This is an optimization exercise on Yosys and OpenROAD, whose aim is small area, a short achievable clock period and few clock cycles per item, not a production implementation.
The RTL was checked by simulation tests, not by an equivalence proof against the original design.
Power is estimated from default activity; no workload was simulated.

==> flow/design.v (outline; a module is shown in full before it is edited, if it fits) <==
// module fhbt_ctrl: 646 lines
// module fhbt_residues: 52 lines
// module fhbt_datapath: 754 lines
// module fnv1a_hashed_bucket_table_unit: 123 lines
module fnv1a_hashed_bucket_table_unit #(
  parameter int TABLE_DEPTH     = fhbt_pkg::TABLE_DEPTH_DEF,
  parameter int VALUE_WIDTH     = fhbt_pkg::VALUE_WIDTH_DEF,
  parameter int MAX_NAME_LENGTH = fhbt_pkg::MAX_NAME_LENGTH_DEF
) (
  input  logic                         clk_i,
  input  logic                         rst_ni,
  input  logic                         start_i,
  output logic                         busy_o,
  input  logic [fhbt_pkg::CMD_W-1:0]   command_i,
  input  logic [fhbt_pkg::BYTE_W-1:0]  name_byte_i,
  input  logic                         name_last_i,
  input  logic [fhbt_pkg::NV_W-1:0]    new_value_i,
  input  logic                         table_entries_we_i,
  input  logic [fhbt_pkg::TE_W-1:0]    table_entries_i,
  output logic                         done_o,
  output logic                         status_o,
  output logic [fhbt_pkg::FOUND_W-1:0] found_value_o,
  output logic [fhbt_pkg::SLOT_W-1:0]  slot_index_o,
  output logic [fhbt_pkg::COUNT_W-1:0] entry_count_o
);
  // ...
==> flow/run.sh <==
#!/bin/bash
# synth_recipe.tcl (not shown) runs the flow's synth.tcl, then flattens the netlist and writes it again
# the make line also repeats each setting of config.mk as NAME=value (left out here)
make -C /OpenROAD-flow-scripts/flow DESIGN_CONFIG=/design/flow/config.mk WORK_HOME=/design/flow/orfs CLKGATE_MAP_FILE= SYNTH_SCRIPT=/design/flow/synth_recipe.tcl finish
==> flow/config.mk <==
export PLATFORM = sky130hd
export DESIGN_NAME = fnv1a_hashed_bucket_table_unit
export DESIGN_NICKNAME = fnv1a_hashed_bucket_table_unit
export VERILOG_FILES = /design/flow/design.v
export SDC_FILE = /design/flow/constraint.sdc
export NUM_CORES = 4
export LEC_CHECK = 0
export ABC_CLOCK_PERIOD_IN_PS = 3000
export CAP_MARGIN = 20
export CORE_MARGIN = 2
export CORE_UTILIZATION = 40
export CTS_BUF_LIST = sky130_fd_sc_hd__clkbuf_16
export CTS_CLUSTER_DIAMETER = 100
export CTS_CLUSTER_SIZE = 22
export PLACE_DENSITY = 0.6
export SETUP_SLACK_MARGIN = 3.3
export SLEW_MARGIN = 20
==> flow/constraint.sdc <==
create_clock -name core_clock -period 6.5 [get_ports {clk_i}]
set_input_delay 1.3000 -clock core_clock [delete_from_list [all_inputs] [get_ports {clk_i}]]
set_output_delay 1.3000 -clock core_clock [all_outputs]
set_load 0.01 [all_outputs]
==> flow_results.org, run 1 <==
** GRT
- Met3 track demand over resource :: 7.86%
- The layer flagged by global routing as most heavily used is met2.
- Global routing met2 resource utilization :: a little over two fifths
- Met1 capacity usage during global routing :: 37.4%
- The via count of the first global-routing pass was 63900.

** Routing
- Max Used Layer :: met5
- Routed WL :: 403000 um
- Routed WL per cell :: 38.0 um
- After detailed routing, the wire length on met1 is around 140000 um.

** Synth
- Top area cells in the synthesized netlist :: edfxtp_1 (64%), dfxtp_1 (6.7%), fa_1 (6.6%)
- Share of async-settable or async-resettable flops after synthesis :: 3.95%
- After synthesis, the largest area contributor takes up 64.2% of total cell area.
- Multiplexer share of the synthesized area :: 0.363%
- Distinct cell type count of the synthesized netlist :: 70
- Number of register bits inferred by synthesis :: 2811
- The synthesized netlist devotes 10.6% of its cell area to compound gates.
- Summing the sequential cell areas from Yosys gives 73.4% of the chip area.

** Worst setup path
- Standard cell with the maximum stage delay on the critical path :: fa_2
- Critical path launch point :: u_ctrl.c_q[12]
- Cell repeated most along the worst path :: fa_2
- Required time of the critical path :: 7250 ps
- Buffers and inverters on the worst path :: 2
- Critical path class :: register to register
- For the worst flop-to-flop path, the logic depth is 8.

** Final layout
- Final Instance Count excl. Fillers :: about 11000
- Relative to the synthesized area, the layout overhead comes to 11.8%.
- Top cell class by occupied area :: registers

** Timing
- For the pin with the worst max-slew slack, the measured transition is approximately 1300 ps.
- Achievable clock frequency :: 0.299 GHz
- Setup repair after global routing could not meet its margin everywhere.

** Min path
- Path type of the worst min-delay path :: input port to asynchronous set/reset pin

** Status
- Run status :: timing/DRC/antenna clean

** Pwr
- The share of total power dissipated in combinational logic is 35.4%.
- Per report_power, the sequential group accounts for 44.2% of the total.
- Fraction of power consumed by the clock network :: 20.4%

** Floorplan
- Core area :: 271000 um2

** Clock tree
- TritonCTS built the clock tree.
- Skew-Pair Late Insertion Delay :: 880 ps
- Clock slew at reported path FFs :: 100 ps
- After clock tree synthesis, the flow added hold-fix buffers numbering 0.

** Place
- Cell total after placement :: ~10000
- The wire-length estimate of the detail-placed layout is between 200000 and 250000 um.
- Input and output buffers added on the ports amount to 112.
- Setup slack at placement :: 2510 ps
Testbench counts, summed over its fixed seeds: cycles 11,722, items 1,288.
==> run 2, diff against run 1 <==
--- a/flow/config.mk
+++ b/flow/config.mk
@@ -15,3 +15,3 @@
 export PLACE_DENSITY = 0.6
-export SETUP_SLACK_MARGIN = 3.3
+export SETUP_SLACK_MARGIN = 3.1
 export SLEW_MARGIN = 20
==> run 2 against run 1 <==
  * Routed wire length rose by 1.7%
  * Combinational power fell by 6%
  * First-iteration DRC count rose by 11%
  * Non-clock buffer count fell by 60
  * Highest routed layer unchanged
==> flow_results.org, run 2 <==
** Flow run
- The count of max-cap constraint violations is 0 (unchanged).

** GRT
- The wire length of the first global-routing pass is 546000 um (was 539000 um).
- The largest net degree at the start of global routing came to 85 (was 107).
- The via count of the first global-routing pass is 63500 (was 63900).
- The combined global-route utilization of all metal layers came to 28.8% (was 28.4%).
- The number of antenna violations at the first check in global routing is 22 (unchanged).
- The total congestion overflow after global routing came to 0 (unchanged).

** Routing
- Routed WL per cell :: 38.8 um (was 38.0 um)
- The overall via count from detail_route came to 68500 (was 68000).
- The number of detailed-route iterations in the first pass is 6 (unchanged).
- The post-route antenna net violation count was 0 (unchanged).
- The post-detailed-route via-to-cell ratio was 6.48 (was 6.41).
- The number of design rule violations left after detail routing came to 0 (unchanged).
- The total routed wirelength was 409000 um (was 403000 um).
- The DRC violation total after the first TritonRoute iteration was 13400 (was 12100).

** Clock tree
- CTS HTree Levels :: 4 (unchanged)
- The CTS clock-pin slew for the worst setup and hold paths was 90 ps (was 100 ps).
- The cell chosen for the clock root is clkbuf_16 (unchanged).
- Skew-Pair Late Insertion Delay :: 910 ps (was 880 ps)
- Count of hold buffers inserted by post-cts repair :: 0 (unchanged)
- The clock net sink count is 2811 (unchanged).
- The number of buffers created by CTS is 157 (was 148).
- The clock tree buffer depth came to 4 (was 3).
- The clock tree from TritonCTS is yes (unchanged).

** Timing
- Shortest clock period the worst path allows after layout :: 3550 ps (was 3350 ps)
- Clock Skews :: 103 ps (was 70.3 ps)
- Hold Fails Final Rpt :: 0 (unchanged)
- Final-report max-slew violation count :: 0 (unchanged)
- Unrepaired setup endpoints after global routing :: true (unchanged)
- Setup Total Neg Slack :: 0 ps (unchanged)
- The share of the clock period used by the worst path after layout was 54.6% (was 51.5%).
- Transition time of the tightest slew-check pin :: 1320 ps (was 1330 ps)
- Achievable clock frequency :: 0.282 GHz (was 0.299 GHz)
- Tightest slew margin relative to the limit :: 11.7% (was 11.5%)
- # setup viols final :: 0 (unchanged)

** Synth
- Number of register bits inferred by synthesis :: 2811 (unchanged)
- Most used standard cell by instance count after synthesis :: edfxtp_1 (unchanged)
- The cell area after synthesis came to 109000 um2 (unchanged).
- Sequential share of the synthesized area :: 73.4% (unchanged)
- The number of flops mapped to enable cells by yosys was 2336 (unchanged).
- The top cell type by total area after synthesis was edfxtp_1 (unchanged).
- The number of unique standard cell types used by synthesis was 70 (unchanged).
- The area share of the largest cell type after synthesis came to 64.2% (unchanged).
- The post-synthesis cell count was 6584 (unchanged).
- Top area cells in the synthesized netlist: edfxtp_1 (64%), dfxtp_1 (6.7%), fa_1 (6.6%) (unchanged).
- Top cells by instance count after synthesis: edfxtp_1 (2336), inv_1 (472), a22oi_1 (428) (unchanged).
- The share of flip-flops with an asynchronous set or reset was 3.95% (unchanged).
- The mean instance size in the synthesized netlist is 16.6 um2 (unchanged).
- Yosys synthesis warning count :: 9 (unchanged)
- Leading register cell type out of synthesis :: edfxtp_1 (unchanged)

** Floorplan
- The effective utilization at floorplan was 40.3% (unchanged).
- The number of cell rows was 191 (unchanged).
- The number of primary I/O pins was 115 (unchanged).
- The overall die width was 527 um (unchanged).
- Die height :: 527 um (unchanged)
- Core area :: 271000 um2 (unchanged)
- The floorplan die area came to 277000 um2 (unchanged).

** Place
- The detailed placer's ending HPWL came to 223000 um (was 216000 um).
- The count of buffers inserted at the top-level ports came to 112 (unchanged).
- The final estimated routing congestion in global placement was 0.863 (was 0.856).
- The number of placed instances with taps included came to 10200 (about the same).

** Final layout
- Final Instance Count excl. Fillers :: 10600 (about the same)
- Registers with the most flip-flops: u_datapath.mem_q (2048), u_residues.res_q (192), vq_q (96) (unchanged).
- Most common cell after layout, fill and taps aside :: edfxtp_1 (unchanged)
- Commonest cells after routing, fill and taps aside: edfxtp_1 (2336), inv_1 (547), a22oi_1 (426) (was edfxtp_1 (2336), inv_1 (498), a22oi_1 (416)).
- The number of fill cells was 23300 (was 23200).
- Fraction of final layout cells sized beyond drive strength 1 :: 10.6% (was 13.9%)
- Largest register by flop count :: u_datapath.mem_q (unchanged)
- The area added between synthesis and finish came to 11.1% (was 11.8%).
- The flip-flop count of the largest register, all copies and words added was 2048 (unchanged).
- The count of nets after finishing is 7398 (was 7449).

** Worst setup path
- The data arrival time of the critical path came to 2250 ps (was 4100 ps).
- Worst reg-to-reg setup slack :: 3050 ps (was 3150 ps)
- CP Capture Type :: primary output (was register)
- Crit path max fanout :: 32 (was 4)
- The element type at the critical path start is an input port (was register).
- The worst endpoint required time was 5200 ps (was 7250 ps).
- The start-to-end type of the worst setup path is input port to primary output (was register to register).

** Pwr
- Leakage power of the design :: 41.8 nW (was 42.0 nW)
- The worst voltage drop across the vdd grid came to 0.315 mV (was 0.388 mV).
- The cell area power density is 409 nW/um2 (was 412 nW/um2).

** Status
- Run status :: timing/DRC/antenna clean (unchanged)

** Min path
- Path type of the worst min-delay path :: input port to asynchronous set/reset pin (unchanged)
## run 2: path summary, 6_finish.rpt
| check | start | to | cells after the start |
|---|---|---|---|
| worst max-delay path | rst_ni | done_o | 3 |
| worst min-delay path | rst_ni | u_ctrl.sx_q[17] | 1 |
| worst max register to register | u_ctrl.c_q[12] | u_ctrl.c_q[23] | 12 |
| worst min register to register | u_ctrl.ent_add_o | u_datapath.z_add | 0 |
| max in group asynchronous | rst_ni | u_ctrl.sx_q[14] | 3 |
| min in group core_clock | u_ctrl.ent_add_o | u_datapath.z_add | 0 |
## run 2: timing repair
item | in CTS | in global routing
buffers inserted | 18 | 32
pin swaps | 7 | 29
resized for setup | 38 | 80
setup endpoints to repair | 171 | 152
## run 2: critical path: stages
cell	delay (ps)
buf_12	190
and2_1	170
clkdlybuf4s50_1	540
## run 2: report_power, final
part	internal, mW	switching (mW)	leakage [nW]
clock	4.65	5.90	2.62
combinational	6.52	10.3	13.1
sequential	20.9	1.47	26.1
## run 2: per-layer routing
metal | vias to the layer above | track usage [%] | wire, um
li1 | 25900 | - | -
met1 | 35200 | 38.5 | 145000
met2 | 6068 | 42.6 | 176000
met3 | 1278 | 8.73 | 63700
met4 | 14 | 14.4 | 25500
met5 | - | 0 | 127
## run 2: area by class of cell
type | count | area [um2] | share of cell area, %
Sequential cell | 2811 | 80500 | 66.3
Multi-Input combinational cell | 3041 | 26900 | 22.2
Tap cell | 3570 | 4470 | 3.68
Clock buffer | 165 | 4130 | 3.40
Timing Repair Buffer | 372 | 3130 | 2.58
Inverter | 473 | 1800 | 1.48
Clock inverter | 109 | 489 | 0.403
Antenna cell | 18 | 45.0 | 0.0371
## run 2: metrics by stage
stage | total power, mW | area (um2) | setup WS (ps) | hold slack [ps] | util (%)
2_1_floorplan | 32.5 | 109000 | 1940 | 310 | -
5_1_grt | 52.3 | 121000 | 2890 | 291 | 44.8
3_3_place_gp | 38.6 | 116000 | 2640 | 310 | 42.8
4_1_cts | 49.2 | 121000 | 2840 | 316 | 44.6
3_5_place_dp | 38.8 | 116000 | 2640 | 312 | 42.8
6_report | 49.7 | 121000 | 2950 | 295 | 44.8
## run 2: cell families (layout without fill, tap and decap cells)
kind of cell | Yosys count | in the layout | synth area share, %
xor gates and xnor gates | 97 | 97 | 0.777
other | 1 | 20 | 0.00343
muxes | 38 | 38 | 0.363
DFF | 2811 | 2811 | 73.4
buffers and inverters | 733 | 1119 | 2.57
AOI/OAI and AO/OA | 1519 | 1519 | 10.6
and+or+nand+nor | 899 | 899 | 4.24
adders and majority gates | 486 | 486 | 8.03
==> run 3, diff against run 2 <==
--- a/flow/config.mk
+++ b/flow/config.mk
@@ -15,3 +15,3 @@
 export PLACE_DENSITY = 0.6
-export SETUP_SLACK_MARGIN = 3.1
+export SETUP_SLACK_MARGIN = 3.5
 export SLEW_MARGIN = 20
==> run 3 against run 2 <==
  * Still clean on timing, DRC and antenna
  * Clock power about the same
  * Synthesized area unchanged
  * Routed wire length increased by 0.72%
  * Combinational power increased by about 10%
  * Clock-buffer cell count decreased by 13
  * Sequential power about the same
  * Cell count increased by 0.80%
  * Critical endpoint is now u_ctrl.ent_c_o[13]
==> flow_results.org, run 3 <==
** Final layout
- The register with the highest flop count is u_datapath.mem_q (unchanged).
- Number of flip-flops in the largest register :: 2048 (unchanged)
- The multi-input logic area came to 27600 um2 (was 26900 um2).
- The area added between synthesis and finish is 12.5% (was 11.1%).
- Registers with the most flip-flops :: u_datapath.mem_q (2048), u_residues.res_q (192), vq_q (96) (unchanged)
- Final layout net count :: 7482 (was 7398)
- The ratio of cells with drive above 1 in the final layout is 15.9% (was 10.6%).
- The number of fill cells is 23100 (was 23300).
- Seq. cell area :: 80500 um2 (about the same)
- Most common cell after layout, fill and taps aside :: edfxtp_1 (unchanged)
- Final Instance Count excl. Fillers :: 10600 (about the same)
- Commonest cells after routing, fill and taps aside :: edfxtp_1 (2336), inv_1 (469), a22oi_1 (416) (was edfxtp_1 (2336), inv_1 (547), a22oi_1 (426))

** Worst setup path
- Critical path class :: register to register (was input port to primary output)
- Worst reg-to-reg setup slack :: 3150 ps (was 3050 ps)
- The startpoint of the worst-slack reg-to-reg timing path is u_ctrl.c_q[11] (was u_ctrl.c_q[12]).
- The worst setup path startpoint was u_ctrl.c_q[11] (was rst_ni).
- Arrival time reported for the critical path endpoint :: 4150 ps (was 2250 ps)
- Crit path max fanout :: 5 (was 32)
- Required time of the critical path :: 7290 ps (was 5200 ps)
- The category of the worst setup path capture point is a register (was primary output).
- Startpoint type of the worst setup path :: register (was input port)

** Routing
- Routed WL :: 412000 um (was 409000 um)
- First-pass iteration count of the detailed router :: 6 (unchanged)
- The detail-routed net length per standard cell came to 38.8 um (about the same).
- Post-route DRC violation count :: 0 (unchanged)
- Number of DRC markers after the initial detailed-route iteration :: 12700 (was 13400)
- The post-route antenna net violation count was 0 (unchanged).
- Vias post-DR :: 68900 (was 68500)
- Mean number of vias per cell :: 6.48 (about the same)

** Synth
- Count of flip-flops with a built-in enable after synthesis :: 2336 (unchanged)
- Fraction of the mapped netlist area in adder cells :: 8.03% (unchanged)
- Top area cells in the synthesized netlist :: edfxtp_1 (64%), dfxtp_1 (6.7%), fa_1 (6.6%) (unchanged)
- The share of flip-flops with an asynchronous set or reset was 3.95% (unchanged).
- Distinct cell type count of the synthesized netlist :: 70 (unchanged)
- Top cells by instance count after synthesis: edfxtp_1 (2336), inv_1 (472), a22oi_1 (428) (unchanged).
- The area share of the largest cell type after synthesis is 64.2% (unchanged).
- Fraction of the mapped netlist area in simple logic gates :: 4.24% (unchanged)
- Sequential share of the synthesized area :: 73.4% (unchanged)
- The count of yosys warnings during synthesis was 9 (unchanged).
- The fraction of the mapped netlist area in compound gates came to 10.6% (unchanged).
- Area of the mapped netlist :: 109000 um2 (unchanged)
- The top cell type by total area after synthesis was edfxtp_1 (unchanged).
- Multiplexer share of the synthesized area :: 0.363% (unchanged)
- Post-synthesis instance total :: 6584 (unchanged)
- The flop and latch count out of synthesis was 2811 (unchanged).
- Combinational family with the most area after synthesis :: compound AO/OA/AOI/OAI gates (unchanged)
- Average footprint of a synthesized cell :: 16.6 um2 (unchanged)
- The xor and xnor fraction of the mapped netlist area came to 0.777% (unchanged).
- The most instantiated library cell after synthesis is edfxtp_1 (unchanged).
- Leading register cell type out of synthesis :: edfxtp_1 (unchanged)

** Floorplan
- The placeable core area is 271000 um2 (unchanged).
- Total Die Area :: 277000 um2 (unchanged)
- The overall die width was 527 um (unchanged).
- Num ports :: 115 (unchanged)
- Die height :: 527 um (unchanged)
- The effective utilization at floorplan is 40.3% (unchanged).
- The number of cell rows came to 191 (unchanged).

** Place
- The detailed placer's ending HPWL came to 224000 um (was 223000 um).
- The worst setup slack before clock tree synthesis is 2770 ps (was 2640 ps).
- Final weighted congestion of routability-driven global placement :: 0.877 (was 0.863)
- Buffers added on ports :: 112 (unchanged)
- Cell total after placement :: 10200 (about the same)

** GRT
- Total global-route track usage :: 29.1% (was 28.8%)
- The via count of the first global-routing pass was 63800 (was 63500).
- GR Overflow Total :: 0 (unchanged)
- The wire length of the first global-routing pass is 550000 um (was 546000 um).
- The largest net degree at the start of global routing was 195 (was 85).
- Number of antenna violations at the first check in global routing :: 18 (was 22)

** Clock tree
- Skew-Pair Late Insertion Delay :: 890 ps (was 910 ps)
- The number of buffers created by CTS is 150 (was 157).
- The clock net sink count came to 2811 (unchanged).
- CTS HTree Levels :: 4 (unchanged)
- The clock tree buffer depth was 3 (was 4).
- The number of buffers inserted for hold repair after clock tree synthesis was 0 (unchanged).
- Clk root buf :: clkbuf_16 (unchanged)
- The CTS clock-pin slew for the worst setup and hold paths was 90 ps (about the same).
- CTS tree :: yes (unchanged)

** Timing
- The final setup slack of the worst path was 3150 ps (was 2950 ps).
- The max-slew violation count is 0 (unchanged).
- The upper clock frequency limit was 0.298 GHz (was 0.282 GHz).
- The setup total negative slack came to 0 ps (unchanged).
- The count of endpoints failing setup in the final report is 0 (unchanged).
- Shortest clock period the worst path allows after layout :: 3350 ps (was 3550 ps)
- Unrepaired setup endpoints after global routing: true (unchanged).
- The share of the clock period used by the worst path after layout is 51.6% (was 54.6%).
- Hold Fails Final Rpt :: 0 (unchanged)
- The tightest slew margin relative to the limit is 9.69% (was 11.7%).
- Clock Skews :: 73.3 ps (was 103 ps)
- The pin slew with the least headroom to its limit was 1350 ps (was 1320 ps).

** Pwr
- Pwr dens :: 416 nW/um2 (was 409 nW/um2)
- The static power due to leakage came to 42.5 nW (was 41.8 nW).
- The worst voltage drop across the vdd grid came to 0.346 mV (was 0.315 mV).
- The sum of internal, switching and leakage power came to 51.2 mW (was 49.7 mW).

** Min path
- In this run the most critical hold path is launched from u_ctrl.ent_lo_o[4].
- The class of the worst hold path is register to register (was input port to asynchronous set/reset pin).

** Flow run
- Max_cap viols :: 0 (unchanged)

** Status
- Run status :: timing/DRC/antenna clean (unchanged)
run 3: cell types whose count changed in the layout (fill, tap and decap cells not counted), sizes merged:
cell           previous run  this run
clkdlybuf4s50           110        54
inv                     575       577
dlygate4sd2               1        53
clkbuf                  165       152
clkdlybuf4s15             0         2
clkinvlp                  5         3
bufbuf                    0         1
clkinv                    2         9
diode                    18        17
buf                     261       353
run 3: final timing paths:
kind / cells after the start / endpoint
setup / recovery: 11 / u_ctrl.ent_c_o[13]
hold / removal: 0 / u_datapath.z_hash[4]
min in group asynchronous: 1 / u_ctrl.cnt_q[5]
setup reg to reg: 11 / u_ctrl.ent_c_o[13]
max in group asynchronous: 4 / u_residues.div_o[1]
hold reg to reg: 0 / u_datapath.z_hash[4]
run 3: stage by stage:
step / hold slack [ps] / util [%] / area (um2)
floorplan: 310 / - / 110000
global placement: 312 / 42.9 / 116000
detailed placement: 312 / 42.9 / 116000
CTS: 307 / 45.0 / 122000
global route: 330 / 45.3 / 123000
finish: 331 / 45.3 / 123000
run 3: repair_timing:
action	4_1_cts	5_1_grt
cloned	1	0
setup buffers	85	50
setup endpoints to repair	1473	1112
gates resized for setup	328	133
pin swaps	66	57
run 3: layout make-up:
cell class	count	share of cell area [%]
antenna	17	0.0346
tap	3570	3.63
multi-input combinational	3041	22.5
clock inverter	116	0.573
inverter	473	1.48
clock buffer	152	3.09
sequential	2811	65.5
timing repair buffer	463	3.25
run 3: cell families (layout without fill, tap and decap cells):
| logic type | count (synthesis) | count (layout) |
|---|---|---|
| DFF | 2811 | 2811 |
| AOI/OAI and AO/OA | 1519 | 1519 |
| and+or+nand+nor | 899 | 899 |
| buffers and inverters | 733 | 1204 |
| adders and majority gates | 486 | 486 |
| xor gates and xnor gates | 97 | 97 |
| muxes | 38 | 38 |
| other | 1 | 19 |
run 3: metal layers:
metal / vias to the layer above / track usage (%) / wire, um
met5: - / 0.139 / 297
met4: 23 / 15.5 / 26900
met3: 1285 / 8.72 / 60900
met2: 6026 / 43.5 / 179000
met1: 35600 / 38.2 / 145000
li1: 26000 / - / -
run 3: critical path: stages (launching register included):
cell,delay (ps)
dfrtp_2,490
buf_12,160
buf_6,110
fa_2,520
inv_2,40
fa_2,350
fa_2,350
fa_2,540
inv_2,40
fa_2,530
nand2_1,50
nand2_1,110
run 3: power by group:
| part | switching, mW | internal (mW) |
|---|---|---|
| combinational | 11.1 | 7.46 |
| clock | 5.98 | 4.36 |
| sequential | 1.42 | 20.9 |
| total | 18.5 | 32.7 |
==> run 4, diff against run 3 <==
--- a/flow/config.mk
+++ b/flow/config.mk
@@ -13,5 +13,5 @@
 export CTS_CLUSTER_DIAMETER = 100
-export CTS_CLUSTER_SIZE = 22
+export CTS_CLUSTER_SIZE = 26
 export PLACE_DENSITY = 0.6
-export SETUP_SLACK_MARGIN = 3.5
+export SETUP_SLACK_MARGIN = 3.3
 export SLEW_MARGIN = 20
==> run 4 against run 3 <==
  * Maximum frequency is 0.65% lower
  * Die area is the same
  * Worst hold slack got worse by 43 ps
  * Largest power group unchanged
==> flow_results.org, run 4 <==
** Floorplan
- Total Die Area :: 277000 um2 (unchanged)
- Num ports :: 115 (unchanged)
- The number of cell rows is 191 (unchanged).
- The overall die width is 527 um (unchanged).
- Core area :: 271000 um2 (unchanged)
- Starting Density :: 40.3% (unchanged)
- The die boundary height was 527 um (unchanged).

** Worst setup path
- Critical path, cell by cell: buf_4 -> a22oi_1 -> nand4_1 -> nor3_1 -> a21oi_1 (was buf_12 -> buf_6 -> fa_2 -> inv_2 -> fa_2 -> fa_2 -> fa_2 -> inv_2 -> fa_2 -> nand2_1 -> nand2_1).
- The worst endpoint required time was 7150 ps (was 7290 ps).
- The start-to-end type of the worst setup path is register to register (unchanged).
- CP Capture Type :: register (unchanged)
- Crit path max fanout :: 17 (was 5)
- The data arrival time of the critical path came to 4020 ps (was 4150 ps).
- The biggest cell delay along the critical path was 1100 ps (was 540 ps).
- Count of cells along the worst register-to-register path :: 5 (was 11)
- The element type at the critical path start was a register (unchanged).
- The critical-path cell with the highest stage delay was dfxtp_2 (was fa_2).

** Timing
- The upper clock frequency limit was 0.296 GHz (was 0.298 GHz).
- The max-slew violation count is 0 (unchanged).
- The count of endpoints failing setup in the final report was 0 (unchanged).
- Setup Total Neg Slack :: 0 ps (unchanged)
- Post-Route Hold Slack :: 289 ps (was 331 ps)
- The shortest clock period the worst path allows after layout came to 3370 ps (was 3350 ps).
- Final cycle utilization of the critical path :: 51.9% (was 51.6%)
- The tightest slew margin relative to the limit is 10.6% (was 9.69%).
- Hold Fails Final Rpt :: 0 (unchanged)
- Unrepaired setup endpoints after global routing :: true (unchanged)
- Transition time of the tightest slew-check pin :: 1340 ps (was 1350 ps)
- Clock Skews :: 88.3 ps (was 73.3 ps)

** Synth
- Share of Yosys cell area claimed by the top area cell type :: 64.2% (unchanged)
- Yosys synthesis warning count :: 9 (unchanged)
- The sequential share of the synthesized area came to 73.4% (unchanged).
- The mean instance size in the synthesized netlist was 16.6 um2 (unchanged).
- Top cells by instance count after synthesis :: edfxtp_1 (2336), inv_1 (472), a22oi_1 (428) (unchanged)
- Top area cells in the synthesized netlist: edfxtp_1 (64%), dfxtp_1 (6.7%), fa_1 (6.6%) (unchanged).
- Synth area leader :: edfxtp_1 (unchanged)
- Count of flip-flops with a built-in enable after synthesis :: 2336 (unchanged)
- Most used standard cell by instance count after synthesis :: edfxtp_1 (unchanged)
- The number of unique standard cell types used by synthesis is 70 (unchanged).
- The flop and latch count out of synthesis was 2811 (unchanged).
- Post-synthesis instance total :: 6584 (unchanged)
- Share of async-settable or async-resettable flops after synthesis :: 3.95% (unchanged)
- The predominant post-synthesis flop cell is edfxtp_1 (unchanged).
- The cell area after synthesis came to 109000 um2 (unchanged).

** Clock tree
- Clock slew at reported path FFs :: 110 ps (was 90 ps)
- CTS HTree Levels :: 3 (was 4)
- The clock tree buffer depth was 3 (unchanged).
- The number of buffers inserted for hold repair after clock tree synthesis is 0 (unchanged).
- The clock latency at the later pin of the worst-skew pair is 890 ps (about the same).
- The clock net sink count was 2811 (unchanged).
- CTS tree :: yes (unchanged)
- The number of buffers created by CTS came to 120 (was 150).
- The cell chosen for the clock root is clkbuf_16 (unchanged).

** Final layout
- Commonest cells after routing, fill and taps aside :: edfxtp_1 (2336), inv_1 (506), a22oi_1 (416) (was edfxtp_1 (2336), inv_1 (469), a22oi_1 (416))
- The count of nets after finishing came to 7420 (was 7482).
- Registers with the most flip-flops :: u_datapath.mem_q (2048), u_residues.res_q (192), vq_q (96) (unchanged)
- The register with the highest flop count is u_datapath.mem_q (unchanged).
- The ratio of cells with drive above 1 in the final layout was 13.4% (was 15.9%).
- The register cell area after layout came to 80500 um2 (about the same).
- The commonest non-fill, non-tap cell in the layout is edfxtp_1 (unchanged).
- The flip-flop count of the largest register, all copies and words added came to 2048 (unchanged).
- Area added between synthesis and finish :: 11.0% (was 12.5%)
- The number of fill cells is 23300 (was 23100).
- The final cell count without fillers came to 10600 (about the same).
- Combined area of the multi-input logic cells :: 27400 um2 (was 27600 um2)
- Share of the core filled with cells :: 44.8% (was 45.3%)

** Routing
- Post-route DRC violation count :: 0 (unchanged)
- Routed WL :: 402000 um (was 412000 um)
- The overall via count from detail_route was 67700 (was 68900).
- Post-DRT Antenna Nets :: 0 (unchanged)
- The number of detailed-route iterations in the first pass came to 8 (was 6).
- The post-detailed-route via-to-cell ratio came to 6.41 (was 6.48).
- The DRC violation total after the first TritonRoute iteration was 12400 (was 12700).
- The detail-routed net length per standard cell is 38.0 um (was 38.8 um).

** Flow run
- Max_cap viols :: 0 (unchanged)

** GRT
- GR Overflow Total :: 0 (unchanged)
- The met2 capacity usage during global routing came to 43.0% (was 43.5%).
- The largest net degree at the start of global routing came to 107 (was 195).
- Via count of the first global-routing pass :: 63500 (was 63800)
- The met3 usage came to 7.70% (was 8.72%).
- The number of antenna violations at the first check in global routing was 24 (was 18).
- The global routing usage on met1 is 37.3% (was 38.2%).
- Total global-route track usage :: 28.3% (was 29.1%)
- Most used routing layer in global routing :: met2 (unchanged)
- The wire length of the first global-routing pass came to 538000 um (was 550000 um).

** Place
- The count of buffers inserted at the top-level ports is 112 (unchanged).
- Detail Placement HPWL :: 216000 um (was 224000 um)
- Final weighted congestion of routability-driven global placement :: 0.856 (was 0.877)
- The number of placed instances with taps included is 10200 (about the same).

** Pwr
- Leakage power of the design :: 41.5 nW (was 42.5 nW)
- Pwr dens :: 404 nW/um2 (was 416 nW/um2)
- The worst voltage drop across the vdd grid was 0.363 mV (was 0.346 mV).

** Status
- Run status: timing/DRC/antenna clean (unchanged).

** Min path
- Path type of the worst min-delay path :: input port to asynchronous set/reset pin (was register to register)
run 4: layout make-up:
cell class / instances / share of cell area (%)
diodes: 16 / 0.0330
clock buffers: 120 / 2.47
clock inverters: 107 / 0.489
inverters: 473 / 1.48
multi-input cells: 3041 / 22.5
flip-flops and latches: 2811 / 66.3
well taps: 3570 / 3.68
repair buffers: 431 / 3.01
run 4: critical path: cells and delay by family, from the launching register on:
kind,cells,cell delay (ps)
flip-flops,1,1100
AND/OR/NAND/NOR,2,260
buffers and inverters,1,630
AO/OA/AOI/OAI,2,1140
run 4: through the flow:
stage | worst slack [ps] | cell area (um2) | power, mW
after CTS | 3190 | 121000 | 48.3
final | 3130 | 121000 | 49.1
after detailed placement | 2510 | 116000 | 38.7
after floorplan | 2980 | 110000 | 32.5
after global routing | 3080 | 121000 | 51.6
after global placement | 2490 | 116000 | 38.5
run 4: routing by layer:
metal | up-vias | part of all wire (%) | wire (um)
li1 | 25900 | - | -
met1 | 35100 | 35 | 142000
met2 | 5567 | 44 | 176000
met3 | 1210 | 14 | 58100
met4 | 16 | 6.2 | 25100
met5 | - | 0.026 | 104
run 4: cell families after synthesis:
kind of cell | synth area share, %
mux | 0.363
other cells | 0.00343
simple gates | 4.24
flops | 73.4
buf+inv | 2.57
xor+xnor | 0.777
fa+ha+maj | 8.03
compound gates | 10.6
run 4: final timing paths:
check	to	slack [ps]	from
setup / recovery	u_datapath.found_value_o[6]	3130	u_datapath.sel[40]
hold / removal	u_datapath.count_q[12]	290	rst_ni
setup reg to reg	u_datapath.found_value_o[6]	3130	u_datapath.sel[40]
hold reg to reg	u_datapath.d_unc	330	u_datapath.c_unc
max in group asynchronous	u_ctrl.c_q[14]	5160	rst_ni
min in group core_clock	u_datapath.d_unc	330	u_datapath.c_unc
run 4: timing repair:
| action | CTS | global route |
|---|---|---|
| buffers inserted | 63 | 44 |
| pin swaps | 42 | 51 |
| setup endpoints to repair | 363 | 238 |
| resized for setup | 180 | 128 |
run 4: report_power, final:
group          internal [mW]  switching (mW)  leakage, nW  total (mW)
registers               20.9            1.35         26.0        22.2
clock network           3.48            5.64         2.08        9.12
logic                   7.06            10.7         13.4        17.7
total                   31.4            17.6         41.5        49.1

what the ideal ports hide:
The flow's constraints put no driver on any port. The routed layouts listed below were extracted and timed again, unchanged, in two steps. Step 1 sets driving cells, clkbuf_16 on the clock port and buf_2 on the other inputs (assumed; they add their load-dependent delay and slew). Step 2 also shifts input and output timing later by t, the mid clock arrival at the registers, as if the neighbouring blocks saw the same clock. a / b / c = ideal ports / drivers / drivers and shift; a / b = the first two.
run | shift t [ns] | setup slack, ns | worst setup path after step 2
run 1 | 0.932 | 3.154 / 3.154 / 3.025 | input to register
run 2 | 0.944 | 2.951 / 2.887 / 2.691 | input to register
run 3 | 0.942 | 3.149 / 3.149 / 2.956 | input to register
run 4 | 0.916 | 3.127 / 3.127 / 3.012 | input to register
After both steps setup and hold are still met in every run listed. The setup slack of run 2, which loses most, moves by -0.064 ns with the drivers and by -0.260 ns with both steps.
